From an optimization exercise on the open Yosys and OpenROAD flow, aimed at a short achievable clock period and few clock cycles per item; shortcuts taken in it are not production practice. RTL that was checked went through simulation tests only; none was proved equivalent to the original. No functional check of the RTL was part of runs 1 to 3, 5 and 6. Power figures rest on the tool's default switching activity, not on a simulated workload.

**run.sh**
```bash
#!/bin/bash
# synth_recipe.tcl (not shown) runs the flow's synth.tcl, then flattens the netlist and writes it again
# the make line also repeats each setting of config.mk as NAME=value (left out here)
make -C /OpenROAD-flow-scripts/flow DESIGN_CONFIG=/design/flow/config.mk WORK_HOME=/design/flow/orfs CLKGATE_MAP_FILE= SYNTH_SCRIPT=/design/flow/synth_recipe.tcl finish
```
**config.mk**
```make
export PLATFORM = sky130hd
export DESIGN_NAME = stream_reverse_in_groups_unit
export DESIGN_NICKNAME = stream_reverse_in_groups_unit
export VERILOG_FILES = /design/flow/design.v
export SDC_FILE = /design/flow/constraint.sdc
export NUM_CORES = 4
export LEC_CHECK = 0
export CAP_MARGIN = 20
export CORE_MARGIN = 2
export CORE_UTILIZATION = 40
export SETUP_SLACK_MARGIN = 1.3
export SLEW_MARGIN = 20
```
**constraint.sdc**
```tcl
create_clock -name core_clock -period 2.7 [get_ports {clk}]
set_input_delay 0.5400 -clock core_clock [delete_from_list [all_inputs] [get_ports {clk}]]
set_output_delay 0.5400 -clock core_clock [all_outputs]
set_load 0.01 [all_outputs]
```
**design.v**
```verilog
`timescale 1ns / 1ps
`default_nettype none
package srig_pkg;
  localparam int MAX_GROUP     = 16;
  localparam int ELEMENT_WIDTH = 32;
  localparam int CFG_W         = 5;
  localparam int QUEUE_DEPTH   = 18;
endpackage
`default_nettype wire
`timescale 1ns / 1ps
`default_nettype none
module srig_cell #(
  parameter int WIDTH = 34
) (
  input  wire logic             clk,
  input  wire logic             en,
  input  wire logic             sel_down,
  input  wire logic             sel_up,
  input  wire logic             sel_load,
  input  wire logic [WIDTH-1:0] from_above,
  input  wire logic [WIDTH-1:0] from_below,
  input  wire logic [WIDTH-1:0] load_data,
  output logic      [WIDTH-1:0] data
);
  logic [WIDTH-1:0] data_r;
  always_ff @(posedge clk) begin
    if (en) begin
      data_r <= ({WIDTH{sel_load}} & load_data)
              | ({WIDTH{sel_down}} & from_above)
              | ({WIDTH{sel_up}}   & from_below);
    end
  end
  assign data = data_r;
endmodule
`default_nettype wire
`timescale 1ns / 1ps
`default_nettype none
module srig_chain #(
  parameter int DEPTH = srig_pkg::QUEUE_DEPTH,
  parameter int WIDTH = 34
) (
  input  wire logic             clk,
  input  wire logic             rst_n,
  input  wire logic             push_nxt,
  input  wire logic             pop_nxt,
  input  wire logic [DEPTH-1:0] closed_nxt,
  input  wire logic [WIDTH-1:0] push_data,
  output logic      [WIDTH-1:0] head_data
);
  logic [WIDTH-1:0] cell_data [DEPTH];
  for (genvar i = 0; i < DEPTH; i++) begin : g_cell
    logic t_here, t_below, t_above;
    logic down_nxt, up_nxt, load_nxt;
    logic en_r, down_r, up_r, load_r;
    logic [WIDTH-1:0] above_data;
    logic [WIDTH-1:0] below_data;
    assign t_here = closed_nxt[i];
    if (i == 0) begin : g_head
      assign t_below    = 1'b1;
      assign below_data = push_data;
    end else begin : g_body_b
      assign t_below    = closed_nxt[i-1];
      assign below_data = cell_data[i-1];
    end
    if (i == DEPTH - 1) begin : g_tail
      assign t_above    = 1'b0;
      assign above_data = cell_data[i];
    end else begin : g_body_a
      assign t_above    = closed_nxt[i+1];
      assign above_data = cell_data[i+1];
    end
    assign down_nxt = pop_nxt && (!push_nxt || t_above);
    assign up_nxt   = push_nxt && !pop_nxt && !t_below;
    assign load_nxt = push_nxt && (pop_nxt ? (t_here && !t_above) : (t_below && !t_here));
    always_ff @(posedge clk) begin
      if (!rst_n) begin
        en_r   <= 1'b0;
        down_r <= 1'b0;
        up_r   <= 1'b0;
        load_r <= 1'b0;
      end else begin
        en_r   <= down_nxt || up_nxt || load_nxt;
        down_r <= down_nxt;
        up_r   <= up_nxt;
        load_r <= load_nxt;
      end
    end
    srig_cell #(
      .WIDTH(WIDTH)
    ) u_cell (
      .clk       (clk),
      .en        (en_r),
      .sel_down  (down_r),
      .sel_up    (up_r),
      .sel_load  (load_r),
      .from_above(above_data),
      .from_below(below_data),
      .load_data (push_data),
      .data      (cell_data[i])
    );
  end
  assign head_data = cell_data[0];
endmodule
`default_nettype wire
`timescale 1ns / 1ps
`default_nettype none
module stream_reverse_in_groups_unit #(
  parameter int MAX_GROUP     = srig_pkg::MAX_GROUP,
  parameter int ELEMENT_WIDTH = srig_pkg::ELEMENT_WIDTH
) (
  input  wire logic                            clk,
  input  wire logic                            rst_n,
  input  wire logic                            in_valid,
  output logic                                 in_stall,
  input  wire logic signed [ELEMENT_WIDTH-1:0] in_element,
  input  wire logic                            in_final_element,
  output logic                                 out_valid,
  input  wire logic                            out_stall,
  output logic signed      [ELEMENT_WIDTH-1:0] out_element_out,
  output logic                                 out_run_end,
  output logic                                 out_sequence_end,
  input  wire logic                            cfg_valid,
  output logic                                 cfg_ready,
  input  wire logic [srig_pkg::CFG_W-1:0]      cfg_group_size
);
  localparam int DEPTH = srig_pkg::QUEUE_DEPTH;
  localparam int EW    = ELEMENT_WIDTH;
  localparam int QW    = EW + 2;              
  localparam int CNT_W = $clog2(MAX_GROUP);   
  logic                       in_stall_r;    
  logic                       room_r;        
  logic                       acc_r;         
  logic                       acc_nxt;
  logic [EW-1:0]              elem_r;
  logic                       fin_r;
  logic                       cfg_v_r;
  logic [srig_pkg::CFG_W-1:0] cfg_sz_r;
  assign cfg_ready = 1'b1;
  assign in_stall  = in_stall_r;
  assign acc_nxt   = rst_n && in_valid && room_r;
  always_ff @(posedge clk) begin
    elem_r   <= in_element;
    fin_r    <= in_final_element;
    cfg_sz_r <= cfg_group_size;
    acc_r    <= acc_nxt;
    cfg_v_r  <= rst_n && cfg_valid;
  end
  logic [CNT_W-1:0] szm1_r;
  logic [CNT_W-1:0] szm1_new;
  logic [CNT_W-1:0] szm1_nxt;
  logic [CNT_W-1:0] open_r;      
  logic [CNT_W-1:0] open_nxt;
  logic             close_r;
  always_comb begin
    if (cfg_sz_r == '0) begin
      szm1_new = '0;
    end else if (cfg_sz_r > srig_pkg::CFG_W'(MAX_GROUP)) begin
      szm1_new = CNT_W'(MAX_GROUP - 1);
    end else begin
      szm1_new = CNT_W'(cfg_sz_r - 1'b1);
    end
  end
  always_comb begin
    szm1_nxt = szm1_r;
    open_nxt = open_r;
    if (!rst_n) begin
      szm1_nxt = '0;
      open_nxt = '0;
    end else begin
      if (cfg_v_r) begin
        szm1_nxt = szm1_new;
      end
      if (acc_r) begin
        open_nxt = close_r ? '0 : CNT_W'(open_r + 1'b1);
      end
    end
  end
  always_ff @(posedge clk) begin
    szm1_r  <= szm1_nxt;
    open_r  <= open_nxt;
    close_r <= in_final_element || (open_nxt >= szm1_nxt);
  end
  logic [DEPTH-1:0] closed_t;    
  logic [DEPTH-1:0] used_t;      
  logic [DEPTH-1:0] used_nxt;
  logic [DEPTH-1:0] closed_nxt;
  logic             pop_r;       
  logic             pop_nxt;
  logic [QW-1:0]    push_word;
  logic [QW-1:0]    head_word;
  assign push_word = {fin_r, (open_r == '0), elem_r};
  srig_chain #(
    .DEPTH(DEPTH),
    .WIDTH(QW)
  ) u_chain (
    .clk       (clk),
    .rst_n     (rst_n),
    .push_nxt  (acc_nxt),
    .pop_nxt   (pop_nxt),
    .closed_nxt(closed_nxt),
    .push_data (push_word),
    .head_data (head_word)
  );
  always_comb begin
    used_nxt   = used_t;
    closed_nxt = closed_t;
    if (!rst_n) begin
      used_nxt   = '0;
      closed_nxt = '0;
    end else begin
      if (acc_r && !pop_r) begin
        used_nxt = {used_t[DEPTH-2:0], 1'b1};
      end else if (pop_r && !acc_r) begin
        used_nxt = {1'b0, used_t[DEPTH-1:1]};
      end
      if (acc_r && close_r) begin
        closed_nxt = used_nxt;
      end else if (pop_r) begin
        closed_nxt = {1'b0, closed_t[DEPTH-1:1]};
      end
    end
  end
  always_ff @(posedge clk) begin
    used_t   <= used_nxt;
    closed_t <= closed_nxt;
    in_stall_r <= used_nxt[DEPTH-2];
    room_r     <= !used_nxt[DEPTH-2];
  end
  logic          out_valid_r;    
  logic          out_empty_r;    
  logic          skid_valid_r;
  logic          out_take;
  logic          ov_nxt;
  logic          sv_nxt;
  logic          first_r;        
  logic          gfin_r;         
  logic [EW-1:0] pop_elem;
  logic          pop_run_end;
  logic          pop_seq_end;
  logic [EW-1:0] out_elem_r;
  logic          out_re_r;
  logic          out_se_r;
  logic [EW-1:0] skid_elem_r;
  logic          skid_re_r;
  logic          skid_se_r;
  assign pop_elem    = head_word[EW-1:0];
  assign pop_run_end = head_word[EW];
  assign pop_seq_end = head_word[EW] && (first_r ? head_word[EW+1] : gfin_r);
  assign out_take = out_empty_r || !out_stall;
  always_comb begin
    if (!rst_n) begin
      ov_nxt = 1'b0;
      sv_nxt = 1'b0;
    end else if (out_take) begin
      ov_nxt = skid_valid_r || pop_r;
      sv_nxt = skid_valid_r && pop_r;
    end else begin
      ov_nxt = 1'b1;
      sv_nxt = skid_valid_r || pop_r;
    end
  end
  assign pop_nxt = closed_nxt[0] && !(ov_nxt && sv_nxt);
  always_ff @(posedge clk) begin
    out_valid_r  <= ov_nxt;
    out_empty_r  <= !ov_nxt;
    skid_valid_r <= sv_nxt;
    pop_r        <= pop_nxt;
    if (!rst_n) begin
      first_r <= 1'b1;
      gfin_r  <= 1'b0;
    end else if (pop_r) begin
      first_r <= pop_run_end;
      if (first_r) begin
        gfin_r <= head_word[EW+1];
      end
    end
  end
  always_ff @(posedge clk) begin
    if (out_take) begin
      if (skid_valid_r) begin
        out_elem_r <= skid_elem_r;
        out_re_r   <= skid_re_r;
        out_se_r   <= skid_se_r;
      end else begin
        out_elem_r <= pop_elem;
        out_re_r   <= pop_run_end;
        out_se_r   <= pop_seq_end;
      end
    end
    if (pop_r) begin
      skid_elem_r <= pop_elem;
      skid_re_r   <= pop_run_end;
      skid_se_r   <= pop_seq_end;
    end
  end
  assign out_valid        = out_valid_r;
  assign out_element_out  = out_elem_r;
  assign out_run_end      = out_re_r;
  assign out_sequence_end = out_se_r;
endmodule
`default_nettype wire
```
==> key figures, run 1 <==
Floorplanning
  • Core Region: 89,600 um^2
  • Die span in y: 304 um
  • Num rows: 110
  • Width of the die: between 300 and 400 um
  • Io pins: 80
  • Initial Utilization: 40.2%
  • Total die area: 92,500 um^2

Critical path
  • Critical path class: reg -> reg
  • Worst reg2reg startpoint: cfg_sz_r[0]
  • Critical path endpoint category: register
  • FF-to-FF path depth: 11
  • Reg-to-Reg End: close_r
  • Startpoint types: register
  • Maximum fanout along the worst path: 2
  • CP required: about 3.2 ns
  • Reg2reg setup slack: around 0.51 ns
  • CP arrival: 2.72 ns

Timing
  • Final setup TNS: 0 ns
  • RSZ-0062 raised after global routing: true
  • Max-slew headroom: roughly two fifths
  • Max Fclk: 0.457 GHz
  • Final Max Slew Viols: 0
  • Skew final: 0.0333 ns
  • Worst hold slack: 0.281 ns
  • Tcrit/Tclk final: 81.1%
  • Final Hold Fails: 0
  • Least-Margin Pin Slew: around 0.91 ns
  • Setup violators final: 0
  • Final Critical Period: around 2.2 ns

GRT
  • Gr busiest metal: met2
  • Met2 Track Usage GR: 34.9%
  • Number of global-route vias before repair: 25.9k
  • Initial antenna violation count: 0
  • Met3 Use GR: between 3 and 4%
  • First-pass GRT wire length: 150,000 um
  • Congestion Overflow GR: 0
  • Largest net degree at the start of global routing: 43
  • Met1 usage: 26.3%
  • GRT Total Usage: 20.4%

Logic synthesis
  • Synth async-reset ratio: 0%
  • Synth Register Bits: ~840
  • Area of the mapped netlist: 36,000 um^2
  • Yosys top cell area share: 56.7%
  • Post-Syn Nets: 2,794
  • Number of synthesized flops with an enable pin: 680
  • Syn_area_per_cell: 13.1 um^2
  • Number of distinct library cells after synthesis: 58
  • Cell taking the most area after synthesis: edfxtp_1
  • Synth Flop Type: edfxtp_1
  • Synth top area cells: edfxtp_1, a222oi_1, dfxtp_1
  • Cells after synthesis: 2,744
  • Yosys warnings: 4
  • Sequential area share after synthesis: roughly two thirds

Detailed routing
  • DRC Markers: 0
  • Routed Antenna Nets: 0
  • DR vias/cell: 6.26
  • Pre-antenna DRT Iters: 20
  • Via count: 25.1k
  • Routed len/inst: approximately 25 um
  • Drt initial violations: 5,339
  • WL final: about 100,000 um

CTS
  • Reg clk slew, reported paths: 0.06 ns
  • Clock Tree Buf Depth: 3
  • TritonCTS clock tree: built
  • Hold_buf cts: 0
  • Root Buffer Master: clkbuf_16
  • Clock Latency Late Sink: 0.65 ns
  • CTS sink count: ~840
  • CTS Buf Count: 86
  • H-tree depth: 3

Power and ir drop
  • Max VDD drop: 0.436 mV
  • PnR Total Power: 32.4 mW
  • Power per Cell Area: 764 nW/um^2
  • Leak pwr: about 18 nW

Layout
  • Layout area overhead: 17.8%
  • Commonest non-fill, non-tap cell in the layout: edfxtp_1
  • Post-layout nets: 2,806
  • Most frequent cells in the layout: edfxtp_1, inv_1, a222oi_1
  • N_diodes: 0
  • Layout cell share with drive strength beyond 1: 20.6%

Run
  • Max-cap violations: 0

Place
  • Gpl congestion: 0.824
  • Post-DP HPWL: about 61,000 um
  • IO Port Bufs: slightly below 80

Min path
  • Hold depth: 2
  • Hold Crit Endpoint: szm1_r[3]
  • Type of the tightest min-delay check: in -> reg
  • Hold Startpoint: rst_n

Status
  • Outcome: finished clean
-- how the worst max path moves through the flow --
| stage | startpoint | to | slack, ns | depth (start not counted) |
|---|---|---|---|---|
| after floorplan | out_stall | u_chain.g_cell[11].en_r | 0.46 | 7 |
| after global placement | rst_n | u_chain.g_cell[5].en_r | 0.10 | 5 |
| after detailed placement | rst_n | u_chain.g_cell[6].en_r | 0.02 | 5 |
| after CTS | cfg_sz_r[0] | close_r | 0.48 | 11 |
| after global routing | cfg_sz_r[1] | close_r | 0.43 | 11 |
| final | cfg_sz_r[0] | close_r | 0.51 | 11 |
-- metrics by stage --
stage | std cells | utilization, % | instance area (um^2) | setup slack [ns]
finish | 4002 | 47.4 | 42400 | 0.511
detailed placement | 3745 | 42.1 | 37700 | 0.0199
global placement | 3744 | 42.1 | 37700 | 0.105
global route | 4002 | 47.4 | 42400 | 0.431
floorplan | 2744 | - | 36400 | 0.457
CTS | 3977 | 46.6 | 41700 | 0.479
-- synthesized netlist by cell type, types with 12 or more instances --
master	count
o21ai_0	12
o32a_1	12
a222oi_1	578
mux2i_1	18
nor2_1	63
a22o_1	35
a21oi_1	27
clkbuf_1	306
mux2_2	47
nand2_1	21
dfxtp_1	163
and2_1	15
edfxtp_1	680
nor3b_1	16
inv_1	610
-- final cells by class --
cell class / instances / area, um^2
Clock buffer: 115 / 2500
Clock inverter: 43 / 357
Fill cell: 7693 / 47200
Inverter: 611 / 2340
Multi-Input combinational cell: 970 / 9610
Sequential cell: 843 / 23800
Tap cell: 1176 / 1470
Timing Repair Buffer: 242 / 2370
Timing Repair inverter: 2 / 20.0
-- logic make-up after synthesis --
kind of cell,Yosys count,synth area share (%)
multiplexers,77,2.74
flip-flops,843,65.7
other,1,0.0104
buffers and inverters,932,9.80
AND/OR/NAND/NOR,160,2.29
adder cells (fa/ha/maj),11,0.354
AO/OA/AOI/OAI,720,19.1
-- state kept, by name, summed over array words and instances, names as in the netlist, 4 cells and up --
signal,count
skid_elem_r,32
elem_r,32
closed_t,18
u_chain.g_cell.en_r,18
szm1_r,4
out_elem_r,32
u_chain.g_cell.down_r,18
u_chain.g_cell.u_cell.data_r,612
u_chain.g_cell.up_r,17
cfg_sz_r,5
u_chain.g_cell.load_r,18
used_t,18
open_r,4
-- power by group --
part	internal (mW)	total, mW	switching, mW	leakage [nW]
combinational	1.29	3.06	1.76	8.99
clock	6.99	12.0	5.02	1.42
sequential	15.9	17.4	1.47	8.05
-- layer usage --
layer / vias to the layer above / share of wire, %
met2: 1423 / 50
li1: 10900 / -
met3: 200 / 7.9
met4: 0 / 2.5
met1: 12500 / 39
met5: - / 0
-- worst max-delay path: stages (launching register included) --
cell and delay (ns):
dfxtp_2 0.34, inv_2 0.05, ha_4 0.15, nor3b_4 0.15
maj3_2 0.30, nand2_1 0.07, o211a_1 0.15, ha_1 0.22
nand2b_4 0.13, a21o_1 0.14, a21o_1 0.14, a211o_1 0.24
-- timing repair --
item                       in CTS  in global routing
gates resized for setup       320                134
buffers inserted               68                 22
gates cloned                    6                  3
pin swaps                      67                 51
setup endpoints to repair     603                406
hold endpoints to repair        0                  0
==> run 2: changes to the inputs <==
--- a/design.v
+++ b/design.v
@@ -126,7 +126,7 @@
   localparam int DEPTH = srig_pkg::QUEUE_DEPTH;
   localparam int EW    = ELEMENT_WIDTH;
   localparam int QW    = EW + 2;              
-  localparam int CNT_W = $clog2(MAX_GROUP);   
+  localparam int CNT_W = $clog2(MAX_GROUP);
   logic                       in_stall_r;    
   logic                       room_r;        
   logic                       acc_r;         
@@ -134,51 +134,62 @@
   logic [EW-1:0]              elem_r;
   logic                       fin_r;
   logic                       cfg_v_r;
-  logic [srig_pkg::CFG_W-1:0] cfg_sz_r;
+  logic [MAX_GROUP-1:0]       cfg_oh_r;      
+  logic [MAX_GROUP-1:0]       cfg_oh;
   assign cfg_ready = 1'b1;
   assign in_stall  = in_stall_r;
   assign acc_nxt   = rst_n && in_valid && room_r;
+  always_comb begin
+    cfg_oh = '0;
+    if (cfg_group_size == '0) begin
+      cfg_oh[0] = 1'b1;
+    end else if (cfg_group_size > srig_pkg::CFG_W'(MAX_GROUP)) begin
+      cfg_oh[MAX_GROUP-1] = 1'b1;
+    end else begin
+      cfg_oh[CNT_W'(cfg_group_size - 1'b1)] = 1'b1;
+    end
+  end
   always_ff @(posedge clk) begin
     elem_r   <= in_element;
     fin_r    <= in_final_element;
-    cfg_sz_r <= cfg_group_size;
+    cfg_oh_r <= cfg_oh;
     acc_r    <= acc_nxt;
     cfg_v_r  <= rst_n && cfg_valid;
   end
-  logic [CNT_W-1:0] szm1_r;
-  logic [CNT_W-1:0] szm1_new;
-  logic [CNT_W-1:0] szm1_nxt;
-  logic [CNT_W-1:0] open_r;      
-  logic [CNT_W-1:0] open_nxt;
-  logic             close_r;
+  logic [MAX_GROUP-1:0] szm1_oh_r;
+  logic [MAX_GROUP-1:0] szm1_oh_nxt;
+  logic [MAX_GROUP-1:0] open_t_r;
+  logic [MAX_GROUP-1:0] open_t_nxt;
+  logic                 ge_nxt;
+  logic                 ac_r;
   always_comb begin
-    if (cfg_sz_r == '0) begin
-      szm1_new = '0;
-    end else if (cfg_sz_r > srig_pkg::CFG_W'(MAX_GROUP)) begin
-      szm1_new = CNT_W'(MAX_GROUP - 1);
-    end else begin
-      szm1_new = CNT_W'(cfg_sz_r - 1'b1);
-    end
-  end
-  always_comb begin
-    szm1_nxt = szm1_r;
-    open_nxt = open_r;
+    szm1_oh_nxt = szm1_oh_r;
+    open_t_nxt  = open_t_r;
     if (!rst_n) begin
-      szm1_nxt = '0;
-      open_nxt = '0;
+      szm1_oh_nxt    = '0;
+      szm1_oh_nxt[0] = 1'b1;
+      open_t_nxt     = '0;
     end else begin
       if (cfg_v_r) begin
-        szm1_nxt = szm1_new;
+        szm1_oh_nxt = cfg_oh_r;
       end
-      if (acc_r) begin
-        open_nxt = close_r ? '0 : CNT_W'(open_r + 1'b1);
+      if (ac_r) begin
+        open_t_nxt = '0;
+      end else if (acc_r) begin
+        open_t_nxt = {open_t_r[MAX_GROUP-2:1], 1'b1, 1'b0};
       end
     end
   end
+  always_comb begin
+    ge_nxt = szm1_oh_nxt[0];
+    for (int j = 1; j < MAX_GROUP; j++) begin
+      ge_nxt = ge_nxt || (szm1_oh_nxt[j] && open_t_nxt[j]);
+    end
+  end
   always_ff @(posedge clk) begin
-    szm1_r  <= szm1_nxt;
-    open_r  <= open_nxt;
-    close_r <= in_final_element || (open_nxt >= szm1_nxt);
+    szm1_oh_r <= szm1_oh_nxt;
+    open_t_r  <= open_t_nxt;
+    ac_r      <= acc_nxt && (in_final_element || ge_nxt);
   end
   logic [DEPTH-1:0] closed_t;    
   logic [DEPTH-1:0] used_t;      
@@ -188,7 +199,7 @@
   logic             pop_nxt;
   logic [QW-1:0]    push_word;
   logic [QW-1:0]    head_word;
-  assign push_word = {fin_r, (open_r == '0), elem_r};
+  assign push_word = {fin_r, !open_t_r[1], elem_r};
   srig_chain #(
     .DEPTH(DEPTH),
     .WIDTH(QW)
@@ -213,7 +224,7 @@
       end else if (pop_r && !acc_r) begin
         used_nxt = {1'b0, used_t[DEPTH-1:1]};
       end
-      if (acc_r && close_r) begin
+      if (ac_r) begin
         closed_nxt = used_nxt;
       end else if (pop_r) begin
         closed_nxt = {1'b0, closed_t[DEPTH-1:1]};
@@ -259,7 +270,8 @@
       sv_nxt = skid_valid_r || pop_r;
     end
   end
-  assign pop_nxt = closed_nxt[0] && !(ov_nxt && sv_nxt);
+  assign pop_nxt = rst_n && (ac_r || closed_t[1] || (closed_t[0] && !pop_r))
+                && !(ov_nxt && sv_nxt);
   always_ff @(posedge clk) begin
     out_valid_r  <= ov_nxt;
     out_empty_r  <= !ov_nxt;
--- a/config.mk
+++ b/config.mk
@@ -5,8 +5,9 @@
 export SDC_FILE = /design/flow/constraint.sdc
 export NUM_CORES = 4
 export LEC_CHECK = 0
+export ABC_CLOCK_PERIOD_IN_PS = 1200
 export CAP_MARGIN = 20
 export CORE_MARGIN = 2
 export CORE_UTILIZATION = 40
-export SETUP_SLACK_MARGIN = 1.3
+export SETUP_SLACK_MARGIN = 1.2
 export SLEW_MARGIN = 20
==> run 2 against run 1 <==
Net effect: still clean; register-to-register slack better by 0.22 ns; synthesized cell count is 4.5% higher; combinational power is 28% higher; power is 6.2% higher; final area is 4.0% higher; critical path type unchanged; largest cell class unchanged.
==> key figures, run 2 <==
Layout
  • FF/Latch Area: 24,400 um^2 (was 23,800 um^2)
  • Finished Layout Cells: 4,237 (was 4,002)
  • Post-layout nets: 2,972 (was 2,806)
  • Layout filler cell count: 7,794 (was 7,693)
  • Most frequent cells in the layout: edfxtp_1, inv_1, a222oi_1 (unchanged)
  • Largest register FFs: 612 (unchanged)
  • Layout cell share with drive strength beyond 1: 21.1% (was 20.6%)
  • Design Area, Final: 44,100 um^2 (was 42,400 um^2)
  • Largest register by flop count: u_chain.g_cell.u_cell.data_r (unchanged)
  • Commonest non-fill, non-tap cell in the layout: edfxtp_1 (unchanged)
  • N_diodes: 0 (unchanged)
  • Area taken by multi-input logic gates: 10,100 um^2 (was 9610 um^2)
  • Layout area overhead: 19.0% (was 17.8%)

Min path
  • Type of the tightest min-delay check: in -> reg (unchanged)
  • Hold depth: 4 (was 2)

Critical path
  • Reg2reg setup slack: 0.73 ns (was 0.51 ns)
  • Maximum fanout along the worst path: 6 (was 2)
  • CP arrival: 2.49 ns (was 2.72 ns)
  • Startpoint types: register (unchanged)
  • Critical path class: reg -> reg (unchanged)
  • FF-to-FF path depth: 6 (was 11)
  • CP required: 3.22 ns (was 3.23 ns)
  • Critical path endpoint category: register (unchanged)

Logic synthesis
  • Post-Syn Nets: 2,917 (was 2,794)
  • Number of synthesized flops with an enable pin: 680 (unchanged)
  • Cell taking the most area after synthesis: edfxtp_1 (unchanged)
  • Cell with the most instances after synthesis: edfxtp_1 (unchanged)
  • Number of distinct library cells after synthesis: 62 (was 58)
  • Yosys warnings: 4 (unchanged)
  • Synth Flop Type: edfxtp_1 (unchanged)
  • Syn_area_per_cell: 12.9 um^2 (was 13.1 um^2)
  • Synth top area cells: edfxtp_1, a222oi_1, dfxtp_1 (unchanged)
  • Area of the mapped netlist: 37,100 um^2 (was 36,000 um^2)
  • Synth Register Bits: 877 (was 843)
  • Sequential area share after synthesis: 65.7% (about the same)
  • Synth async-reset ratio: 0% (unchanged)
  • Cells after synthesis: 2,867 (was 2,744)
  • Yosys top cell area share: 55.1% (was 56.7%)
  • Synth top cells by count: edfxtp_1, inv_1, a222oi_1 (unchanged)

Detailed routing
  • Routed len/inst: 22.6 um (was 24.7 um)
  • WL final: 95,700 um (was 98,800 um)
  • DR vias/cell: 6.02 (was 6.26)
  • Pre-antenna DRT Iters: 17 (was 20)
  • Drt initial violations: 5,151 (was 5,339)
  • Via count: 25.5k (was 25.1k)
  • DRC Markers: 0 (unchanged)
  • Routed Antenna Nets: 0 (unchanged)

Floorplanning
  • Core Region: 91,800 um^2 (was 89,600 um^2)
  • Total die area: 95,200 um^2 (was 92,500 um^2)
  • Num rows: 111 (was 110)
  • Initial Utilization: 40.4% (was 40.2%)
  • Width of the die: 308 um (was 304 um)
  • Die span in y: 308 um (was 304 um)
  • Io pins: 80 (unchanged)

CTS
  • Root Buffer Master: clkbuf_16 (unchanged)
  • TritonCTS clock tree: built (unchanged)
  • Clock Latency Late Sink: 0.64 ns (was 0.65 ns)
  • Clock Tree Buf Depth: 3 (unchanged)
  • CTS sink count: 877 (was 843)
  • CTS Buf Count: 90 (was 86)
  • Reg clk slew, reported paths: 0.07 ns (was 0.06 ns)
  • H-tree depth: 3 (unchanged)

GRT
  • Number of global-route vias before repair: 25.0k (was 25.9k)
  • GRT Total Usage: 19.5% (was 20.4%)
  • First-pass GRT wire length: 148,000 um (was 150,000 um)
  • Congestion Overflow GR: 0 (unchanged)
  • Initial antenna violation count: 0 (unchanged)
  • Largest net degree at the start of global routing: 38 (was 43)

Power and ir drop
  • PnR Total Power: 34.4 mW (was 32.4 mW)
  • Max VDD drop: 0.511 mV (was 0.436 mV)
  • Leak pwr: 19.0 nW (was 18.5 nW)
  • Power per Cell Area: 781 nW/um^2 (was 764 nW/um^2)

Run
  • Max-cap violations: 0 (unchanged)

Timing
  • Max Fclk: 0.508 GHz (was 0.457 GHz)
  • Final Critical Period: 1.97 ns (was 2.19 ns)
  • RSZ-0062 raised after global routing: true (unchanged)
  • Setup violators final: 0 (unchanged)
  • Final Max Slew Viols: 0 (unchanged)
  • Tcrit/Tclk final: 72.8% (was 81.1%)
  • Worst hold slack: 0.332 ns (was 0.281 ns)
  • Final worst slack: 0.733 ns (was 0.511 ns)
  • Least-Margin Pin Slew: 0.891 ns (was 0.907 ns)
  • Skew final: 0.0208 ns (was 0.0333 ns)
  • Max-slew headroom: 40.5% (was 39.6%)
  • Final Hold Fails: 0 (unchanged)

Place
  • DP Worst Slack: -0.0170 ns (was 0.0199 ns)
  • IO Port Bufs: 78 (unchanged)
  • Placed Cells: 3,960 (was 3,745)
  • Dpl cell area: 39,100 um^2 (was 37,700 um^2)
  • Post-DP HPWL: 61,900 um (was 61,100 um)
  • Gpl congestion: 0.811 (was 0.824)

Status
  • Outcome: finished clean (unchanged)
[run 2: cell types whose count changed in the layout (fill, tap and decap cells not counted), sizes merged, moves of 11 or more]
| cell | before | now |
|---|---|---|
| dfxtp | 163 | 197 |
| buf | 200 | 243 |
| mux4 | 12 | 0 |
| mux2i | 18 | 54 |
| nor3b | 16 | 0 |
| a22oi | 3 | 26 |
| a21oi | 27 | 45 |
| a222oi | 578 | 561 |
| a21o | 2 | 13 |
| mux2 | 47 | 63 |
| o21ai | 13 | 49 |
| nand3 | 8 | 29 |
[run 2: report_power, final]
group          internal [mW]  leakage [nW]  switching (mW)
Combinational           1.58          9.14            2.35
Clock                   7.45          1.48            5.20
Sequential              16.6          8.38            1.23
Total                   25.7          19.0            8.78
[run 2: timing repair]
| item | 4_1_cts | 5_1_grt |
|---|---|---|
| gates resized for setup | 283 | 166 |
| hold buffers | 0 | 0 |
| setup buffers | 74 | 29 |
| pin swaps | 50 | 68 |
| setup endpoints to repair | 174 | 162 |
| gates cloned | 6 | 4 |
[run 2: worst paths after layout]
kind              from                      to
max              acc_r  u_chain.g_cell[1].en_r
min          out_stall            skid_valid_r
max reg2reg      acc_r  u_chain.g_cell[1].en_r
min reg2reg     gfin_r                  gfin_r
[run 2: cell type report]
class                           instances  share of cell area, %
Clock buffer                          110                   5.60
Timing Repair Buffer                  288                   6.20
Inverter                              610                   5.33
Multi-Input combinational cell       1055                   22.9
Clock inverter                         54                   1.18
Tap cell                             1243                   3.52
Sequential cell                       877                   55.3
[run 2: routing by layer]
| layer | track usage, % | share of wire (%) |
|---|---|---|
| met3 | 2.99 | 10 |
| met5 | 0 | 0 |
| met1 | 28.5 | 43 |
| met4 | 4.33 | 1.3 |
| met2 | 30.5 | 45 |
[run 2: critical path: stages, from the launching register on]
cell     delay [ns]
dfxtp_4        0.43
buf_12         0.14
mux2_2         0.37
mux2i_2        0.24
a21o_1         0.22
inv_2          0.10
o32a_1         0.35
[run 2: logic make-up after synthesis]
group | synth area share (%)
and+or+nand+nor | 2.21
DFF | 65.7
AOI/OAI and AO/OA | 18.7
buffers and inverters | 9.64
other | 0.0101
xor gates and xnor gates | 0.0945
muxes | 3.38
adders and majority gates | 0.236
[run 2: per-stage QoR]
step           setup TNS, ns  util [%]
2_1_floorplan              0         -
3_3_place_gp               0      42.6
3_5_place_dp         -0.0243      42.6
4_1_cts                    0      47.0
5_1_grt                    0      48.1
6_report                   0      48.1
==> run 3: changes to the inputs <==
--- a/config.mk
+++ b/config.mk
@@ -8,6 +8,6 @@
 export ABC_CLOCK_PERIOD_IN_PS = 1200
 export CAP_MARGIN = 20
 export CORE_MARGIN = 2
-export CORE_UTILIZATION = 40
+export CORE_UTILIZATION = 65
 export SETUP_SLACK_MARGIN = 1.2
 export SLEW_MARGIN = 20
==> run 3 against run 2 <==
Net effect: utilization grew 29 points; non-clock buffer count grew 8; critical endpoint unchanged; still clean; clock power is essentially flat; largest power group unchanged.
==> key figures, run 3 <==
Layout
  • Most frequent cells in the layout: edfxtp_1, inv_1, a222oi_1 (unchanged)
  • N_diodes: 0 (unchanged)
  • Largest register by flop count: u_chain.g_cell.u_cell.data_r (unchanged)
  • FF/Latch Area: 24,400 um^2 (about the same)
  • Commonest non-fill, non-tap cell in the layout: edfxtp_1 (unchanged)
  • Largest register FFs: 612 (unchanged)
  • Layout area overhead: 17.5% (was 19.0%)
  • Layout filler cell count: 3,382 (was 7,794)
  • Layout cell share with drive strength beyond 1: 21.4% (was 21.1%)
  • Area taken by multi-input logic gates: 10,100 um^2 (about the same)
  • Post-layout nets: 2,979 (was 2,972)

Logic synthesis
  • Yosys top cell area share: 55.1% (unchanged)
  • Post-Syn Nets: 2,917 (unchanged)
  • Number of synthesized flops with an enable pin: 680 (unchanged)
  • Cell with the most instances after synthesis: edfxtp_1 (unchanged)
  • Synth Register Bits: 877 (unchanged)
  • Synth Flop Type: edfxtp_1 (unchanged)
  • Synth top cells by count: edfxtp_1, inv_1, a222oi_1 (unchanged)
  • Syn_area_per_cell: 12.9 um^2 (unchanged)
  • Number of distinct library cells after synthesis: 62 (unchanged)
  • Cell taking the most area after synthesis: edfxtp_1 (unchanged)
  • Yosys warnings: 4 (unchanged)
  • Sequential area share after synthesis: 65.7% (unchanged)
  • Synth async-reset ratio: 0% (unchanged)
  • Area of the mapped netlist: 37,100 um^2 (unchanged)
  • Synth top area cells: edfxtp_1, a222oi_1, dfxtp_1 (unchanged)
  • Cells after synthesis: 2,867 (unchanged)

Timing
  • Final Max Slew Viols: 0 (unchanged)
  • Setup violators final: 0 (unchanged)
  • Final worst slack: 0.684 ns (was 0.733 ns)
  • Least-Margin Pin Slew: 0.950 ns (was 0.891 ns)
  • Final setup TNS: 0 ns (unchanged)
  • Max-slew headroom: 36.6% (was 40.5%)
  • Skew final: 0.0199 ns (was 0.0208 ns)
  • Final Hold Fails: 0 (unchanged)
  • Final Critical Period: 2.02 ns (was 1.97 ns)
  • Max Fclk: 0.496 GHz (was 0.508 GHz)
  • RSZ-0062 raised after global routing: true (unchanged)
  • Tcrit/Tclk final: 74.7% (was 72.8%)

Power and ir drop
  • Reg power frac: 51.9% (about the same)
  • Max VDD drop: 0.618 mV (was 0.511 mV)
  • Power Internal: 25.5 mW (was 25.7 mW)
  • Clock Power Share: 36.5% (was 36.7%)
  • Power per Cell Area: 794 nW/um^2 (was 781 nW/um^2)
  • Switching power total: 9.06 mW (was 8.78 mW)
  • Switch share: 26.2% (was 25.5%)
  • Comb power frac: 11.6% (was 11.4%)
  • Leak pwr: 19.0 nW (about the same)

GRT
  • Number of global-route vias before repair: 24.9k (was 25.0k)
  • GRT Total Usage: 31.4% (was 19.5%)
  • Congestion Overflow GR: 0 (unchanged)
  • Initial antenna violation count: 0 (unchanged)
  • Largest net degree at the start of global routing: 40 (was 38)
  • First-pass GRT wire length: 146,000 um (was 148,000 um)

Critical path
  • Startpoint types: register (unchanged)
  • Critical path endpoint category: register (unchanged)
  • Worst reg2reg startpoint: acc_r (unchanged)
  • CP required: 3.23 ns (was 3.22 ns)
  • Maximum fanout along the worst path: 5 (was 6)
  • Critical path class: reg -> reg (unchanged)
  • CP arrival: 2.55 ns (was 2.49 ns)
  • CP startpoint: acc_r (unchanged)

Place
  • IO Port Bufs: 78 (unchanged)
  • Gpl congestion: 0.829 (was 0.811)
  • Post-DP HPWL: 59,400 um (was 61,900 um)
  • DP Worst Slack: 0.0451 ns (was -0.0170 ns)

Detailed routing
  • Routed Antenna Nets: 0 (unchanged)
  • Via count: 26.7k (was 25.5k)
  • Pre-antenna DRT Iters: 15 (was 17)
  • Routed len/inst: 26.5 um (was 22.6 um)
  • DRC Markers: 0 (unchanged)
  • DR vias/cell: 7.11 (was 6.02)
  • Drt initial violations: 6,122 (was 5,151)
  • WL final: 99,500 um (was 95,700 um)

Floorplanning
  • Initial Utilization: 65.8% (was 40.4%)
  • Die span in y: 243 um (was 308 um)
  • Num rows: 87 (was 111)
  • Width of the die: 243 um (was 308 um)
  • Total die area: 59,000 um^2 (was 95,200 um^2)
  • Core Region: 56,400 um^2 (was 91,800 um^2)
  • Io pins: 80 (unchanged)

CTS
  • Clock Tree Buf Depth: 3 (unchanged)
  • TritonCTS clock tree: built (unchanged)
  • Root Buffer Master: clkbuf_16 (unchanged)
  • H-tree depth: 3 (unchanged)
  • CTS Buf Count: 89 (was 90)
  • CTS sink count: 877 (unchanged)
  • Reg clk slew, reported paths: 0.06 ns (was 0.07 ns)
  • Clock Latency Late Sink: 0.66 ns (was 0.64 ns)

Status
  • Outcome: finished clean (unchanged)

Min path
  • Type of the tightest min-delay check: in -> reg (unchanged)
  • Hold Startpoint: in_element[2] (was out_stall)

Run
  • Max-cap violations: 0 (unchanged)
==> run 3: final cells by class <==
cell class / instances / share of cell area, %
well taps: 756 / 2.17
repair buffers: 296 / 6.45
clock buffers: 115 / 5.62
flip-flops and latches: 877 / 56.0
inverters: 610 / 5.40
multi-input cells: 1055 / 23.2
clock inverters: 48 / 1.24
==> run 3: cells by family (layout without fill, tap and decap cells) <==
group | count (synthesis) | after routing | synth area share [%]
muxes | 117 | 117 | 3.38
adders and majority gates | 7 | 7 | 0.236
and+or+nand+nor | 170 | 170 | 2.21
other | 1 | 1 | 0.0101
AOI/OAI and AO/OA | 756 | 756 | 18.7
DFF | 877 | 877 | 65.7
xor gates and xnor gates | 4 | 4 | 0.0945
buffers and inverters | 935 | 1069 | 9.64
==> run 3: final timing paths <==
| kind | end | slack [ns] | cells past startpoint |
|---|---|---|---|
| max reg2reg | u_chain.g_cell[1].en_r | 0.68 | 7 |
| max | u_chain.g_cell[1].en_r | 0.68 | 7 |
| min reg2reg | skid_elem_r[23] | 0.49 | 0 |
| min | elem_r[2] | 0.33 | 1 |
==> run 3: metal layers <==
metal / up-vias / GRT usage (%) / routed length (um)
li1: 11400 / - / -
met1: 13000 / 48.0 / 38000
met2: 2207 / 47.6 / 45100
met3: 184 / 5.25 / 14400
met4: 0 / 7.42 / 2050
met5: - / 0 / 0
==> run 3: per-stage QoR <==
step / instance area (um^2) / instances / total power, mW / hold WS, ns / util (%)
final: 43600 / 3757 / 34.6 / 0.325 / 77.3
after global routing: 43600 / 3757 / 35.6 / 0.311 / 77.3
after CTS: 42700 / 3713 / 34.3 / 0.309 / 75.8
after detailed placement: 38500 / 3475 / 21.6 / 0.463 / 68.3
after global placement: 38500 / 3475 / 21.3 / 0.452 / 68.3
after floorplan: 37300 / 2867 / 20.0 / 0.433 / -
==> run 3: power groups by stage <==
| stage | sequential, mW | combinational (mW) | clock (mW) |
|---|---|---|---|
| floorplan | 17.8 | 2.19 | 0 |
| global placement | 18.0 | 3.28 | 0 |
| detailed placement | 18.1 | 3.43 | 0 |
| CTS | 17.8 | 3.75 | 12.7 |
| global route | 18.0 | 4.34 | 13.2 |
| finish | 17.9 | 4.03 | 12.6 |
==> run 3: repair_timing <==
action / in CTS / in global routing
pin swaps: 59 / 57
hold buffers: 0 / 0
endpoints found under the hold margin: 0 / 0
endpoints found under the setup margin: 201 / 196
gates cloned: 9 / 1
gates resized for setup: 322 / 125
buffers inserted: 66 / 43
==> run 3: worst max-delay path, stage by stage (launching register included) <==
cell,delay (ns)
dfxtp_4,0.41
buf_6,0.13
clkbuf_16,0.15
mux2_4,0.33
mux2i_2,0.20
a21o_1,0.23
inv_2,0.10
o32a_1,0.37
==> run 4: changes to the inputs <==
--- a/design.v
+++ b/design.v
@@ -50,7 +50,7 @@
   logic [WIDTH-1:0] cell_data [DEPTH];
   for (genvar i = 0; i < DEPTH; i++) begin : g_cell
     logic t_here, t_below, t_above;
-    logic down_nxt, up_nxt, load_nxt;
+    logic down_nxt, up_nxt, load_nxt, en_nxt;
     logic en_r, down_r, up_r, load_r;
     logic [WIDTH-1:0] above_data;
     logic [WIDTH-1:0] below_data;
@@ -72,6 +72,7 @@
     assign down_nxt = pop_nxt && (!push_nxt || t_above);
     assign up_nxt   = push_nxt && !pop_nxt && !t_below;
     assign load_nxt = push_nxt && (pop_nxt ? (t_here && !t_above) : (t_below && !t_here));
+    assign en_nxt   = push_nxt ? (pop_nxt ? t_here : !t_here) : pop_nxt;
     always_ff @(posedge clk) begin
       if (!rst_n) begin
         en_r   <= 1'b0;
@@ -79,7 +80,7 @@
         up_r   <= 1'b0;
         load_r <= 1'b0;
       end else begin
-        en_r   <= down_nxt || up_nxt || load_nxt;
+        en_r   <= en_nxt;
         down_r <= down_nxt;
         up_r   <= up_nxt;
         load_r <= load_nxt;
@@ -162,6 +163,7 @@
   logic [MAX_GROUP-1:0] open_t_nxt;
   logic                 ge_nxt;
   logic                 ac_r;
+  logic                 ac_nxt;
   always_comb begin
     szm1_oh_nxt = szm1_oh_r;
     open_t_nxt  = open_t_r;
@@ -186,10 +188,11 @@
       ge_nxt = ge_nxt || (szm1_oh_nxt[j] && open_t_nxt[j]);
     end
   end
+  assign ac_nxt = acc_nxt && (in_final_element || ge_nxt);
   always_ff @(posedge clk) begin
     szm1_oh_r <= szm1_oh_nxt;
     open_t_r  <= open_t_nxt;
-    ac_r      <= acc_nxt && (in_final_element || ge_nxt);
+    ac_r      <= ac_nxt;
   end
   logic [DEPTH-1:0] closed_t;    
   logic [DEPTH-1:0] used_t;      
@@ -212,23 +215,20 @@
     .push_data (push_word),
     .head_data (head_word)
   );
+  logic t_keep_r, t_dec_r, t_up_r, t_same_r;
+  logic u_keep_r, u_inc_r, u_dec_r;
   always_comb begin
-    used_nxt   = used_t;
-    closed_nxt = closed_t;
     if (!rst_n) begin
       used_nxt   = '0;
       closed_nxt = '0;
     end else begin
-      if (acc_r && !pop_r) begin
-        used_nxt = {used_t[DEPTH-2:0], 1'b1};
-      end else if (pop_r && !acc_r) begin
-        used_nxt = {1'b0, used_t[DEPTH-1:1]};
-      end
-      if (ac_r) begin
-        closed_nxt = used_nxt;
-      end else if (pop_r) begin
-        closed_nxt = {1'b0, closed_t[DEPTH-1:1]};
-      end
+      used_nxt   = ({DEPTH{u_keep_r}} & used_t)
+                 | ({DEPTH{u_inc_r}}  & {used_t[DEPTH-2:0], 1'b1})
+                 | ({DEPTH{u_dec_r}}  & {1'b0, used_t[DEPTH-1:1]});
+      closed_nxt = ({DEPTH{t_keep_r}} & closed_t)
+                 | ({DEPTH{t_dec_r}}  & {1'b0, closed_t[DEPTH-1:1]})
+                 | ({DEPTH{t_up_r}}   & {used_t[DEPTH-2:0], 1'b1})
+                 | ({DEPTH{t_same_r}} & used_t);
     end
   end
   always_ff @(posedge clk) begin
@@ -273,6 +273,15 @@
   assign pop_nxt = rst_n && (ac_r || closed_t[1] || (closed_t[0] && !pop_r))
                 && !(ov_nxt && sv_nxt);
   always_ff @(posedge clk) begin
+    t_keep_r <= !ac_nxt && !pop_nxt;
+    t_dec_r  <= !ac_nxt && pop_nxt;
+    t_up_r   <= ac_nxt && !pop_nxt;
+    t_same_r <= ac_nxt && pop_nxt;
+    u_keep_r <= acc_nxt == pop_nxt;
+    u_inc_r  <= acc_nxt && !pop_nxt;
+    u_dec_r  <= pop_nxt && !acc_nxt;
+  end
+  always_ff @(posedge clk) begin
     out_valid_r  <= ov_nxt;
     out_empty_r  <= !ov_nxt;
     skid_valid_r <= sv_nxt;
--- a/config.mk
+++ b/config.mk
@@ -8,6 +8,6 @@
 export ABC_CLOCK_PERIOD_IN_PS = 1200
 export CAP_MARGIN = 20
 export CORE_MARGIN = 2
-export CORE_UTILIZATION = 65
+export CORE_UTILIZATION = 40
 export SETUP_SLACK_MARGIN = 1.2
 export SLEW_MARGIN = 20
==> run 4 against run 3 <==
Net effect: die area is 62% higher; final area down 1.5%; worst hold slack got worse by 0.0055 ns; clock skew increased by 0.014 ns; clock power about the same; fmax increased by 11%.
==> key figures, run 4 <==
Critical path
  • Critical path endpoint category: register (unchanged)
  • Startpoint types: register (unchanged)
  • CP arrival: 2.39 ns (was 2.55 ns)
  • Maximum fanout along the worst path: 6 (was 5)
  • Critical path class: reg -> reg (unchanged)
  • Reg2reg setup slack: 0.88 ns (was 0.68 ns)
  • CP required: 3.27 ns (was 3.23 ns)

Logic synthesis
  • Number of distinct library cells after synthesis: 51 (was 62)
  • Synth top area cells: edfxtp_1, a222oi_1, dfxtp_1 (unchanged)
  • Synth Register Bits: 884 (was 877)
  • Synth async-reset ratio: 0% (unchanged)
  • Cells after synthesis: 2,853 (was 2,867)
  • Yosys top cell area share: 54.9% (was 55.1%)
  • Synth Flop Type: edfxtp_1 (unchanged)
  • Syn_area_per_cell: 13.0 um^2 (was 12.9 um^2)
  • Synth top cells by count: edfxtp_1, inv_1, a222oi_1 (unchanged)
  • Area of the mapped netlist: 37,200 um^2 (was 37,100 um^2)
  • Yosys warnings: 4 (unchanged)
  • Cell taking the most area after synthesis: edfxtp_1 (unchanged)
  • Number of synthesized flops with an enable pin: 680 (unchanged)
  • Sequential area share after synthesis: 65.8% (was 65.7%)
  • Cell with the most instances after synthesis: edfxtp_1 (unchanged)
  • Post-Syn Nets: 2,905 (was 2,917)

Timing
  • Tcrit/Tclk final: 67.5% (was 74.7%)
  • Final Critical Period: 1.82 ns (was 2.02 ns)
  • Max Fclk: 0.549 GHz (was 0.496 GHz)
  • Setup violators final: 0 (unchanged)
  • Worst hold slack: 0.320 ns (was 0.325 ns)
  • Max-slew headroom: 46.2% (was 36.6%)
  • Least-Margin Pin Slew: 0.805 ns (was 0.950 ns)
  • Skew final: 0.0338 ns (was 0.0199 ns)
  • Final Hold Fails: 0 (unchanged)
  • Final Max Slew Viols: 0 (unchanged)
  • RSZ-0062 raised after global routing: true (unchanged)
  • Final setup TNS: 0 ns (unchanged)

GRT
  • Initial antenna violation count: 0 (unchanged)
  • Congestion Overflow GR: 0 (unchanged)
  • Number of global-route vias before repair: 25.6k (was 24.9k)
  • Gr busiest metal: met2 (was met1)
  • Met3 Use GR: 2.77% (was 5.25%)
  • Met1 usage: 23.6% (was 48.0%)
  • Largest net degree at the start of global routing: 38 (was 40)
  • First-pass GRT wire length: 144,000 um (was 146,000 um)
  • GRT Total Usage: 18.8% (was 31.4%)
  • Met2 Track Usage GR: 33.5% (was 47.6%)

CTS
  • Clock Latency Late Sink: 0.66 ns (about the same)
  • H-tree depth: 3 (unchanged)
  • Clock Tree Buf Depth: 3 (unchanged)
  • Reg clk slew, reported paths: 0.06 ns (about the same)
  • CTS Buf Count: 95 (was 89)
  • TritonCTS clock tree: built (unchanged)
  • Root Buffer Master: clkbuf_16 (unchanged)
  • CTS sink count: 884 (was 877)

Layout
  • N_diodes: 0 (unchanged)
  • Most frequent cells in the layout: edfxtp_1, inv_1, a222oi_1 (unchanged)
  • Layout filler cell count: 8,187 (was 3,382)
  • Post-layout nets: 2,877 (was 2,979)
  • FF/Latch Area: 24,500 um^2 (was 24,400 um^2)
  • Finished Layout Cells: 4,144 (was 3,757)
  • Largest register by flop count: u_chain.g_cell.u_cell.data_r (unchanged)
  • Commonest non-fill, non-tap cell in the layout: edfxtp_1 (unchanged)
  • Area taken by multi-input logic gates: 9740 um^2 (was 10,100 um^2)
  • Layout area overhead: 15.3% (was 17.5%)
  • Layout cell share with drive strength beyond 1: 15.1% (was 21.4%)
  • Largest register FFs: 612 (unchanged)

Floorplanning
  • Initial Utilization: 40.5% (was 65.8%)
  • Num rows: 111 (was 87)
  • Core Region: 91,900 um^2 (was 56,400 um^2)
  • Die span in y: 309 um (was 243 um)
  • Width of the die: 309 um (was 243 um)
  • Total die area: 95,500 um^2 (was 59,000 um^2)
  • Io pins: 80 (unchanged)

Place
  • Post-DP HPWL: 61,100 um (was 59,400 um)
  • IO Port Bufs: 78 (unchanged)
  • Gpl congestion: 0.784 (was 0.829)
  • Placed Cells: 3,939 (was 3,475)

Detailed routing
  • Via count: 24.9k (was 26.7k)
  • Drt initial violations: 4,983 (was 6,122)
  • Routed len/inst: 22.6 um (was 26.5 um)
  • Pre-antenna DRT Iters: 15 (unchanged)
  • DRC Markers: 0 (unchanged)
  • DR vias/cell: 6.00 (was 7.11)
  • WL final: 93,500 um (was 99,500 um)
  • Routed Antenna Nets: 0 (unchanged)

Power and ir drop
  • PnR Total Power: 32.0 mW (was 34.6 mW)
  • Leak pwr: 18.4 nW (was 19.0 nW)
  • Max VDD drop: 0.460 mV (was 0.618 mV)
  • Power per Cell Area: 745 nW/um^2 (was 794 nW/um^2)

Min path
  • Type of the tightest min-delay check: in -> reg (unchanged)

Status
  • Outcome: finished clean (unchanged)

Run
  • Max-cap violations: 0 (unchanged)
## run 4: stage by stage
stage / utilization [%] / area, um^2 / setup slack (ns)
final: 46.7 / 42900 / 0.879
after global routing: 46.7 / 42900 / 0.802
after CTS: 46.1 / 42400 / 0.888
after detailed placement: 42.5 / 39100 / 0.0672
after global placement: 42.5 / 39100 / 0.0889
after floorplan: - / 37400 / 0.504
## run 4: report_power, final
part | switching [mW] | internal [mW]
Combinational | 1.48 | 0.870
Sequential | 0.875 | 16.1
Clock | 5.21 | 7.49
Total | 7.57 | 24.4
## run 4: layout make-up
type | count | area share [%]
repair inverters | 3 | 0.114
well taps | 1243 | 3.62
clock inverters | 48 | 1.04
inverters | 591 | 5.25
clock buffers | 125 | 6.04
repair buffers | 199 | 4.08
multi-input cells | 1051 | 22.7
flip-flops and latches | 884 | 57.2
## run 4: cell families after synthesis
family / Yosys count / synth area share, %
AO/OA/AOI/OAI: 732 / 18.7
AND/OR/NAND/NOR: 234 / 3.56
XOR/XNOR: 6 / 0.182
multiplexers: 66 / 1.89
buffers and inverters: 920 / 9.51
other: 1 / 0.0101
adder cells (fa/ha/maj): 10 / 0.333
flip-flops: 884 / 65.8
## run 4: final timing paths
path	startpoint	to	depth (start not counted)
worst max-delay path	pop_r	u_chain.g_cell[1].load_r	6
worst min-delay path	rst_n	cfg_v_r	2
worst max register to register	pop_r	u_chain.g_cell[1].load_r	6
worst min register to register	gfin_r	gfin_r	2
## run 4: per-layer routing
layer / part of all wire (%) / vias up
li1: - / 11100
met1: 39 / 12300
met2: 51 / 1240
met3: 7.2 / 155
met4: 2.3 / 0
met5: 0 / -
## run 4: worst max-delay path, cell delays in order, from the launching register on
cell and delay, ns:
dfxtp_4 0.36, maj3_2 0.37, or3b_4 0.53, buf_12 0.20, inv_12 0.07, nand2_1 0.06, a21oi_2 0.14
## run 4: timing repair
action	in CTS	in global routing
buffers inserted	11	9
endpoints found under the setup margin	138	125
gates cloned	7	5
gates resized for setup	212	85
pin swaps	17	19
hold buffers	0	0
Testbench counts of run 4, summed over its fixed seeds: cycles 4,290, items 4,096.
==> run 5: changes to the inputs <==
--- a/design.v
+++ b/design.v
@@ -296,18 +296,22 @@
       end
     end
   end
+  logic out_hold;
+  logic out_from_skid;
+  logic out_from_head;
+  assign out_hold      = !out_take;
+  assign out_from_skid = out_take && skid_valid_r;
+  assign out_from_head = out_take && !skid_valid_r;
   always_ff @(posedge clk) begin
-    if (out_take) begin
-      if (skid_valid_r) begin
-        out_elem_r <= skid_elem_r;
-        out_re_r   <= skid_re_r;
-        out_se_r   <= skid_se_r;
-      end else begin
-        out_elem_r <= pop_elem;
-        out_re_r   <= pop_run_end;
-        out_se_r   <= pop_seq_end;
-      end
-    end
+    out_elem_r <= ({EW{out_hold}} & out_elem_r)
+                | ({EW{out_from_skid}} & skid_elem_r)
+                | ({EW{out_from_head}} & pop_elem);
+    out_re_r   <= (out_hold && out_re_r)
+                || (out_from_skid && skid_re_r)
+                || (out_from_head && pop_run_end);
+    out_se_r   <= (out_hold && out_se_r)
+                || (out_from_skid && skid_se_r)
+                || (out_from_head && pop_seq_end);
     if (pop_r) begin
       skid_elem_r <= pop_elem;
       skid_re_r   <= pop_run_end;
==> run 5 against run 4 <==
Net effect: worst hold slack got worse by 0.047 ns; via count increased by 1.1%; global-route usage increased by 0.18 points; combinational power increased by 6%; largest power group unchanged; utilization increased by 0.13 points.
==> key figures, run 5 <==
Floorplanning
  • Total die area: 95,600 um^2 (was 95,500 um^2)
  • Die span in y: 309 um (about the same)
  • Num rows: 111 (unchanged)
  • Initial Utilization: 40.5% (about the same)
  • Io pins: 80 (unchanged)
  • Core Region: 91,900 um^2 (unchanged)
  • Width of the die: 309 um (about the same)

Critical path
  • Maximum fanout along the worst path: 17 (was 6)
  • CP required: 3.23 ns (was 3.27 ns)
  • Critical path endpoint category: register (unchanged)
  • Critical path class: reg -> reg (unchanged)
  • Startpoint types: register (unchanged)
  • CP arrival: 2.37 ns (was 2.39 ns)

Place
  • IO Port Bufs: 78 (unchanged)
  • Post-DP HPWL: 61,800 um (was 61,100 um)
  • Gpl congestion: 0.783 (was 0.784)
  • Placed Cells: 4,009 (was 3,939)

Timing
  • Final Critical Period: 1.84 ns (was 1.82 ns)
  • Worst hold slack: 0.273 ns (was 0.320 ns)
  • Setup violators final: 0 (unchanged)
  • Tcrit/Tclk final: 68.3% (was 67.5%)
  • Skew final: 0.0256 ns (was 0.0338 ns)
  • Max-slew headroom: 45.8% (was 46.2%)
  • RSZ-0062 raised after global routing: true (unchanged)
  • Final Hold Fails: 0 (unchanged)
  • Final Max Slew Viols: 0 (unchanged)
  • Least-Margin Pin Slew: 0.812 ns (was 0.805 ns)
  • Max Fclk: 0.542 GHz (was 0.549 GHz)
  • Final setup TNS: 0 ns (unchanged)

Layout
  • Finished Layout Cells: 4,219 (was 4,144)
  • Most frequent cells in the layout: edfxtp_1, inv_1, a222oi_1 (unchanged)
  • Layout filler cell count: 8,183 (was 8,187)
  • Largest register FFs: 612 (unchanged)
  • Post-layout nets: 2,952 (was 2,877)
  • Layout area overhead: 15.5% (was 15.3%)
  • Layout cell share with drive strength beyond 1: 15.1% (about the same)
  • Largest register by flop count: u_chain.g_cell.u_cell.data_r (unchanged)
  • Core Util, Final: 46.8% (was 46.7%)
  • Commonest non-fill, non-tap cell in the layout: edfxtp_1 (unchanged)

CTS
  • Clock Latency Late Sink: 0.66 ns (about the same)
  • Clock Tree Buf Depth: 3 (unchanged)
  • CTS sink count: 884 (unchanged)
  • Reg clk slew, reported paths: 0.06 ns (about the same)
  • CTS Buf Count: 92 (was 95)
  • H-tree depth: 3 (unchanged)
  • TritonCTS clock tree: built (unchanged)
  • Hold_buf cts: 0 (unchanged)
  • Root Buffer Master: clkbuf_16 (unchanged)

Logic synthesis
  • Cell taking the most area after synthesis: edfxtp_1 (unchanged)
  • Sequential area share after synthesis: 64.8% (was 65.8%)
  • Yosys top cell area share: 52.1% (was 54.9%)
  • Yosys warnings: 4 (unchanged)
  • Synth top area cells: edfxtp_1, a222oi_1, dfxtp_1 (unchanged)
  • Post-Syn Nets: 2,981 (was 2,905)
  • Synth Register Bits: 884 (unchanged)
  • Area of the mapped netlist: 37,300 um^2 (was 37,200 um^2)
  • Synth top cells by count: edfxtp_1, inv_1, a222oi_1 (unchanged)
  • Number of distinct library cells after synthesis: 55 (was 51)
  • Number of synthesized flops with an enable pin: 646 (was 680)
  • Syn_area_per_cell: 12.7 um^2 (was 13.0 um^2)
  • Cell with the most instances after synthesis: edfxtp_1 (unchanged)
  • Synth Flop Type: edfxtp_1 (unchanged)
  • Cells after synthesis: 2,929 (was 2,853)
  • Synth async-reset ratio: 0% (unchanged)

Run
  • Max-cap violations: 0 (unchanged)

Power and ir drop
  • Leak pwr: 18.3 nW (was 18.4 nW)
  • Power per Cell Area: 728 nW/um^2 (was 745 nW/um^2)
  • Max VDD drop: 0.452 mV (was 0.460 mV)

Min path
  • Type of the tightest min-delay check: in -> reg (unchanged)

Status
  • Outcome: finished clean (unchanged)

Detailed routing
  • Routed Antenna Nets: 0 (unchanged)
  • Routed len/inst: 22.4 um (was 22.6 um)
  • Via count: 25.1k (was 24.9k)
  • DRC Markers: 0 (unchanged)
  • DR vias/cell: 5.95 (was 6.00)
  • Drt initial violations: 5,020 (was 4,983)
  • Pre-antenna DRT Iters: 13 (was 15)
  • WL final: 94,500 um (was 93,500 um)

GRT
  • Number of global-route vias before repair: 26.2k (was 25.6k)
  • First-pass GRT wire length: 146,000 um (was 144,000 um)
  • Congestion Overflow GR: 0 (unchanged)
  • Largest net degree at the start of global routing: 70 (was 38)
  • GRT Total Usage: 19.0% (was 18.8%)
  • Initial antenna violation count: 1 (was 0)
==> run 5: changes by cell type after synthesis, moves of 5 or more <==
| cell | previous run | this run |
|---|---|---|
| mux2_2 | 34 | 0 |
| mux2i_1 | 32 | 66 |
| buf_1 | 0 | 10 |
| a2111oi_0 | 0 | 5 |
| a21oi_2 | 0 | 23 |
| nand2_2 | 0 | 7 |
| dfxtp_1 | 204 | 238 |
| o21ai_0 | 20 | 53 |
| nand2_1 | 41 | 68 |
| a21oi_1 | 37 | 16 |
| edfxtp_1 | 680 | 646 |
==> run 5: layout make-up <==
type | instances | area (um^2) | share of cell area (%)
repair buffers | 214 | 2110 | 4.89
diodes | 1 | 2.50 | 0.00581
flip-flops and latches | 884 | 24200 | 56.3
well taps | 1243 | 1560 | 3.61
clock buffers | 130 | 2490 | 5.78
clock inverters | 39 | 332 | 0.770
multi-input cells | 1117 | 10100 | 23.4
inverters | 591 | 2260 | 5.25
==> run 5: what timing repair did <==
| item | CTS | global route |
|---|---|---|
| cloned | 3 | 5 |
| gates resized for setup | 281 | 59 |
| pin swaps | 15 | 18 |
| endpoints found under the setup margin | 136 | 133 |
| buffers inserted | 21 | 11 |
==> run 5: path summary, 6_finish.rpt <==
kind,end,slack (ns),cells past startpoint,from
setup reg to reg,u_chain.g_cell[7].up_r,0.86,6,out_empty_r
hold reg to reg,out_elem_r[23],0.46,2,out_elem_r[23]
setup / recovery,u_chain.g_cell[7].up_r,0.86,6,out_empty_r
hold / removal,szm1_oh_r[0],0.27,2,rst_n
==> run 5: power by group <==
group / switching, mW / internal [mW] / total (mW)
logic: 1.52 / 0.969 / 2.48
clock network: 5.21 / 6.73 / 11.9
registers: 0.917 / 16.0 / 16.9
==> run 5: metal layers <==
metal	track usage, %	wire length (um)
met4	6.10	2150
met3	3.07	6690
met5	0	0
met1	23.6	36900
met2	33.8	48800
==> run 5: cells by family after synthesis <==
group / synth area share [%]
other cells: 0.0101
flops: 64.8
mux: 1.77
xor+xnor: 0.161
fa+ha+maj: 0.332
compound gates: 19.4
buf+inv: 9.60
simple gates: 3.86
==> run 5: worst max-delay path, cell delays in order (launching register included) <==
cell	delay, ns
dfxtp_2	0.33
nor2b_4	0.04
maj3_2	0.36
or3b_4	0.42
buf_12	0.17
ha_4	0.21
and3_1	0.18
==> run 5: through the flow <==
step,instance area [um^2],power [mW],setup WS [ns]
after floorplan,37500,18.3,0.383
after global placement,39200,19.3,0.150
after detailed placement,39200,19.4,0.0631
after CTS,42500,31.5,0.861
after global routing,43000,32.5,0.782
final,43000,31.3,0.855
==> run 6: changes to the inputs <==
--- a/design.v
+++ b/design.v
@@ -270,9 +270,15 @@
       sv_nxt = skid_valid_r || pop_r;
     end
   end
-  assign pop_nxt = rst_n && (ac_r || closed_t[1] || (closed_t[0] && !pop_r))
-                && !(ov_nxt && sv_nxt);
+  logic any_r;     
+  logic two_r;     
+  logic sent_no;   
+  assign sent_no = !out_empty_r && out_stall;
+  assign pop_nxt = rst_n && (pop_r ? (two_r && !skid_valid_r && !sent_no)
+                                   : (any_r && !(sent_no && skid_valid_r)));
   always_ff @(posedge clk) begin
+    any_r    <= ac_nxt || closed_nxt[0];
+    two_r    <= ac_nxt || closed_nxt[1];
     t_keep_r <= !ac_nxt && !pop_nxt;
     t_dec_r  <= !ac_nxt && pop_nxt;
     t_up_r   <= ac_nxt && !pop_nxt;
==> run 6 against run 5 <==
Net effect: sequential share of layout area fell by 0.77 points; via count up 0.61%; largest power group unchanged; clock skew rose by 0.00074 ns; critical endpoint is now two_r; non-clock buffer count rose by 19; fmax decreased by 0.22%; combinational power rose by 3%; routed wire length decreased by 1.8%; synthesized cell count rose by 0.20%.
==> key figures, run 6 <==
Min path
  • Type of the tightest min-delay check: in -> reg (unchanged)

Floorplanning
  • Io pins: 80 (unchanged)
  • Core Region: 91,900 um^2 (unchanged)
  • Width of the die: 309 um (about the same)
  • Num rows: 111 (unchanged)
  • Die span in y: 309 um (about the same)
  • Total die area: 95,500 um^2 (was 95,600 um^2)

Detailed routing
  • Routed Antenna Nets: 0 (unchanged)
  • WL final: 92,700 um (was 94,500 um)
  • Routed len/inst: 21.8 um (was 22.4 um)
  • Drt initial violations: 5,123 (was 5,020)
  • Via count: 25.3k (was 25.1k)
  • Pre-antenna DRT Iters: 12 (was 13)

Logic synthesis
  • Synth async-reset ratio: 0% (unchanged)
  • Simple logic cell fraction of the synthesized area: 3.84% (was 3.86%)
  • Yosys top cell area share: 52.1% (about the same)
  • Syn_area_per_cell: 12.7 um^2 (about the same)
  • Sequential area share after synthesis: 65.1% (was 64.8%)
  • Mux share of post-synthesis cell area: 1.78% (was 1.77%)
  • Cell taking the most area after synthesis: edfxtp_1 (unchanged)
  • Synth Area in Compound Gates: 19.3% (was 19.4%)
  • Largest family of logic cells by synthesized area: compound AO/OA/AOI/OAI gates (unchanged)
  • Synth Flop Type: edfxtp_1 (unchanged)
  • Synth Area in XOR/XNOR: 0.182% (was 0.161%)
  • Number of synthesized flops with an enable pin: 646 (unchanged)
  • Post-Syn Nets: 2,987 (was 2,981)
  • Yosys warnings: 4 (unchanged)
  • Number of distinct library cells after synthesis: 52 (was 55)
  • Cell with the most instances after synthesis: edfxtp_1 (unchanged)
  • Cells after synthesis: 2,935 (was 2,929)

Timing
  • Skew final: 0.0264 ns (was 0.0256 ns)
  • Final Max Slew Viols: 0 (unchanged)
  • Max-slew headroom: 39.7% (was 45.8%)
  • Tcrit/Tclk final: 68.5% (was 68.3%)
  • Setup violators final: 0 (unchanged)
  • Worst hold slack: 0.216 ns (was 0.273 ns)
  • Least-Margin Pin Slew: 0.903 ns (was 0.812 ns)
  • Final Hold Fails: 0 (unchanged)
  • Final setup TNS: 0 ns (unchanged)
  • Final Critical Period: 1.85 ns (was 1.84 ns)

Place
  • IO Port Bufs: 78 (unchanged)
  • Gpl congestion: 0.782 (was 0.783)

CTS
  • Clock Tree Buf Depth: 3 (unchanged)
  • Clock Latency Late Sink: 0.66 ns (about the same)
  • TritonCTS clock tree: built (unchanged)
  • H-tree depth: 3 (unchanged)
  • Root Buffer Master: clkbuf_16 (unchanged)
  • Reg clk slew, reported paths: 0.06 ns (about the same)
  • Hold_buf cts: 0 (unchanged)

Critical path
  • Startpoint types: register (unchanged)
  • CP arrival: 2.40 ns (was 2.37 ns)
  • Critical path endpoint category: register (unchanged)
  • Maximum fanout along the worst path: 8 (was 17)

Run
  • Max-cap violations: 0 (unchanged)

Layout
  • Most frequent cells in the layout: edfxtp_1, inv_1, a222oi_1 (unchanged)
  • Largest register by flop count: u_chain.g_cell.u_cell.data_r (unchanged)
  • Core Util, Final: 47.6% (was 46.8%)
  • Area taken by multi-input logic gates: 10,400 um^2 (was 10,100 um^2)
  • N_diodes: 0 (was 1)
  • Layout area overhead: 17.7% (was 15.5%)
  • Commonest non-fill, non-tap cell in the layout: edfxtp_1 (unchanged)
  • Post-layout nets: 2,981 (was 2,952)

Power and ir drop
  • Max VDD drop: 0.466 mV (was 0.452 mV)
  • Leak pwr: 18.6 nW (was 18.3 nW)

GRT
  • Number of global-route vias before repair: 24.2k (was 26.2k)
  • Congestion Overflow GR: 0 (unchanged)
  • GRT Total Usage: 18.6% (was 19.0%)
  • Initial antenna violation count: 0 (was 1)
  • First-pass GRT wire length: 142,000 um (was 146,000 um)
  • Largest net degree at the start of global routing: 72 (was 70)

Status
  • Outcome: finished clean (unchanged)
[run 6: per-layer routing]
| layer | up-vias | wire length [um] | GRT usage [%] |
|---|---|---|---|
| met4 | 0 | 1480 | 4.13 |
| met1 | 12400 | 41200 | 27.6 |
| li1 | 11500 | - | - |
| met2 | 1332 | 40900 | 28.6 |
| met5 | - | 0 | 0 |
| met3 | 119 | 9190 | 3.06 |
[run 6: what timing repair did]
action,4_1_cts,5_1_grt
gates resized for setup,316,137
buffers inserted,34,26
pin swaps,16,26
endpoints found under the setup margin,191,174
gates cloned,2,5
[run 6: where the power goes]
group / leakage (nW) / internal, mW / switching (mW)
logic: 8.91 / 1.04 / 1.51
registers: 8.30 / 16.1 / 1.06
clock network: 1.42 / 6.95 / 5.34
[run 6: layout make-up]
class                   instances  area share [%]
flip-flops and latches        886            55.5
repair buffers                233            5.29
clock inverters                44           0.743
inverters                     591            5.15
well taps                    1243            3.55
clock buffers                 131            5.95
multi-input cells            1122            23.8
[run 6: metrics by stage]
stage               setup slack (ns)  cell area (um^2)  cells  total power [mW]
floorplan                      0.852             37400   2935              18.5
global placement               0.169             39100   4008              19.5
detailed placement             0.100             39100   4008              19.6
CTS                            0.853             42800   4219              32.1
global route                   0.769             43800   4250              33.2
finish                         0.851             43800   4250              32.0
[run 6: logic make-up after synthesis]
group,count (synthesis)
AOI/OAI and AO/OA,772
xor gates and xnor gates,6
adders and majority gates,9
buffers and inverters,927
DFF,886
muxes,66
other,1
and+or+nand+nor,268
[run 6: path summary, 6_finish.rpt]
check,slack (ns),endpoint,depth (start not counted)
setup / recovery,0.85,two_r,6
hold / removal,0.22,szm1_oh_r[0],2
setup reg to reg,0.85,two_r,6
hold reg to reg,0.46,out_elem_r[14],2
[run 6: critical path, cell delays in order, from the launching register on]
cell	delay [ns]
dfxtp_4	0.41
buf_12	0.16
mux2i_2	0.25
nor4b_1	0.12
a2111oi_4	0.38
nand4_1	0.22
a21o_1	0.20

Check on run 6: ideal ports give 0.851 ns setup slack; a clkbuf_16 on the clock port and buf_2 on the inputs give 0.851 ns; moving port delays by the midpoint clock arrival (0.710 ns) as well gives 0.472 ns.
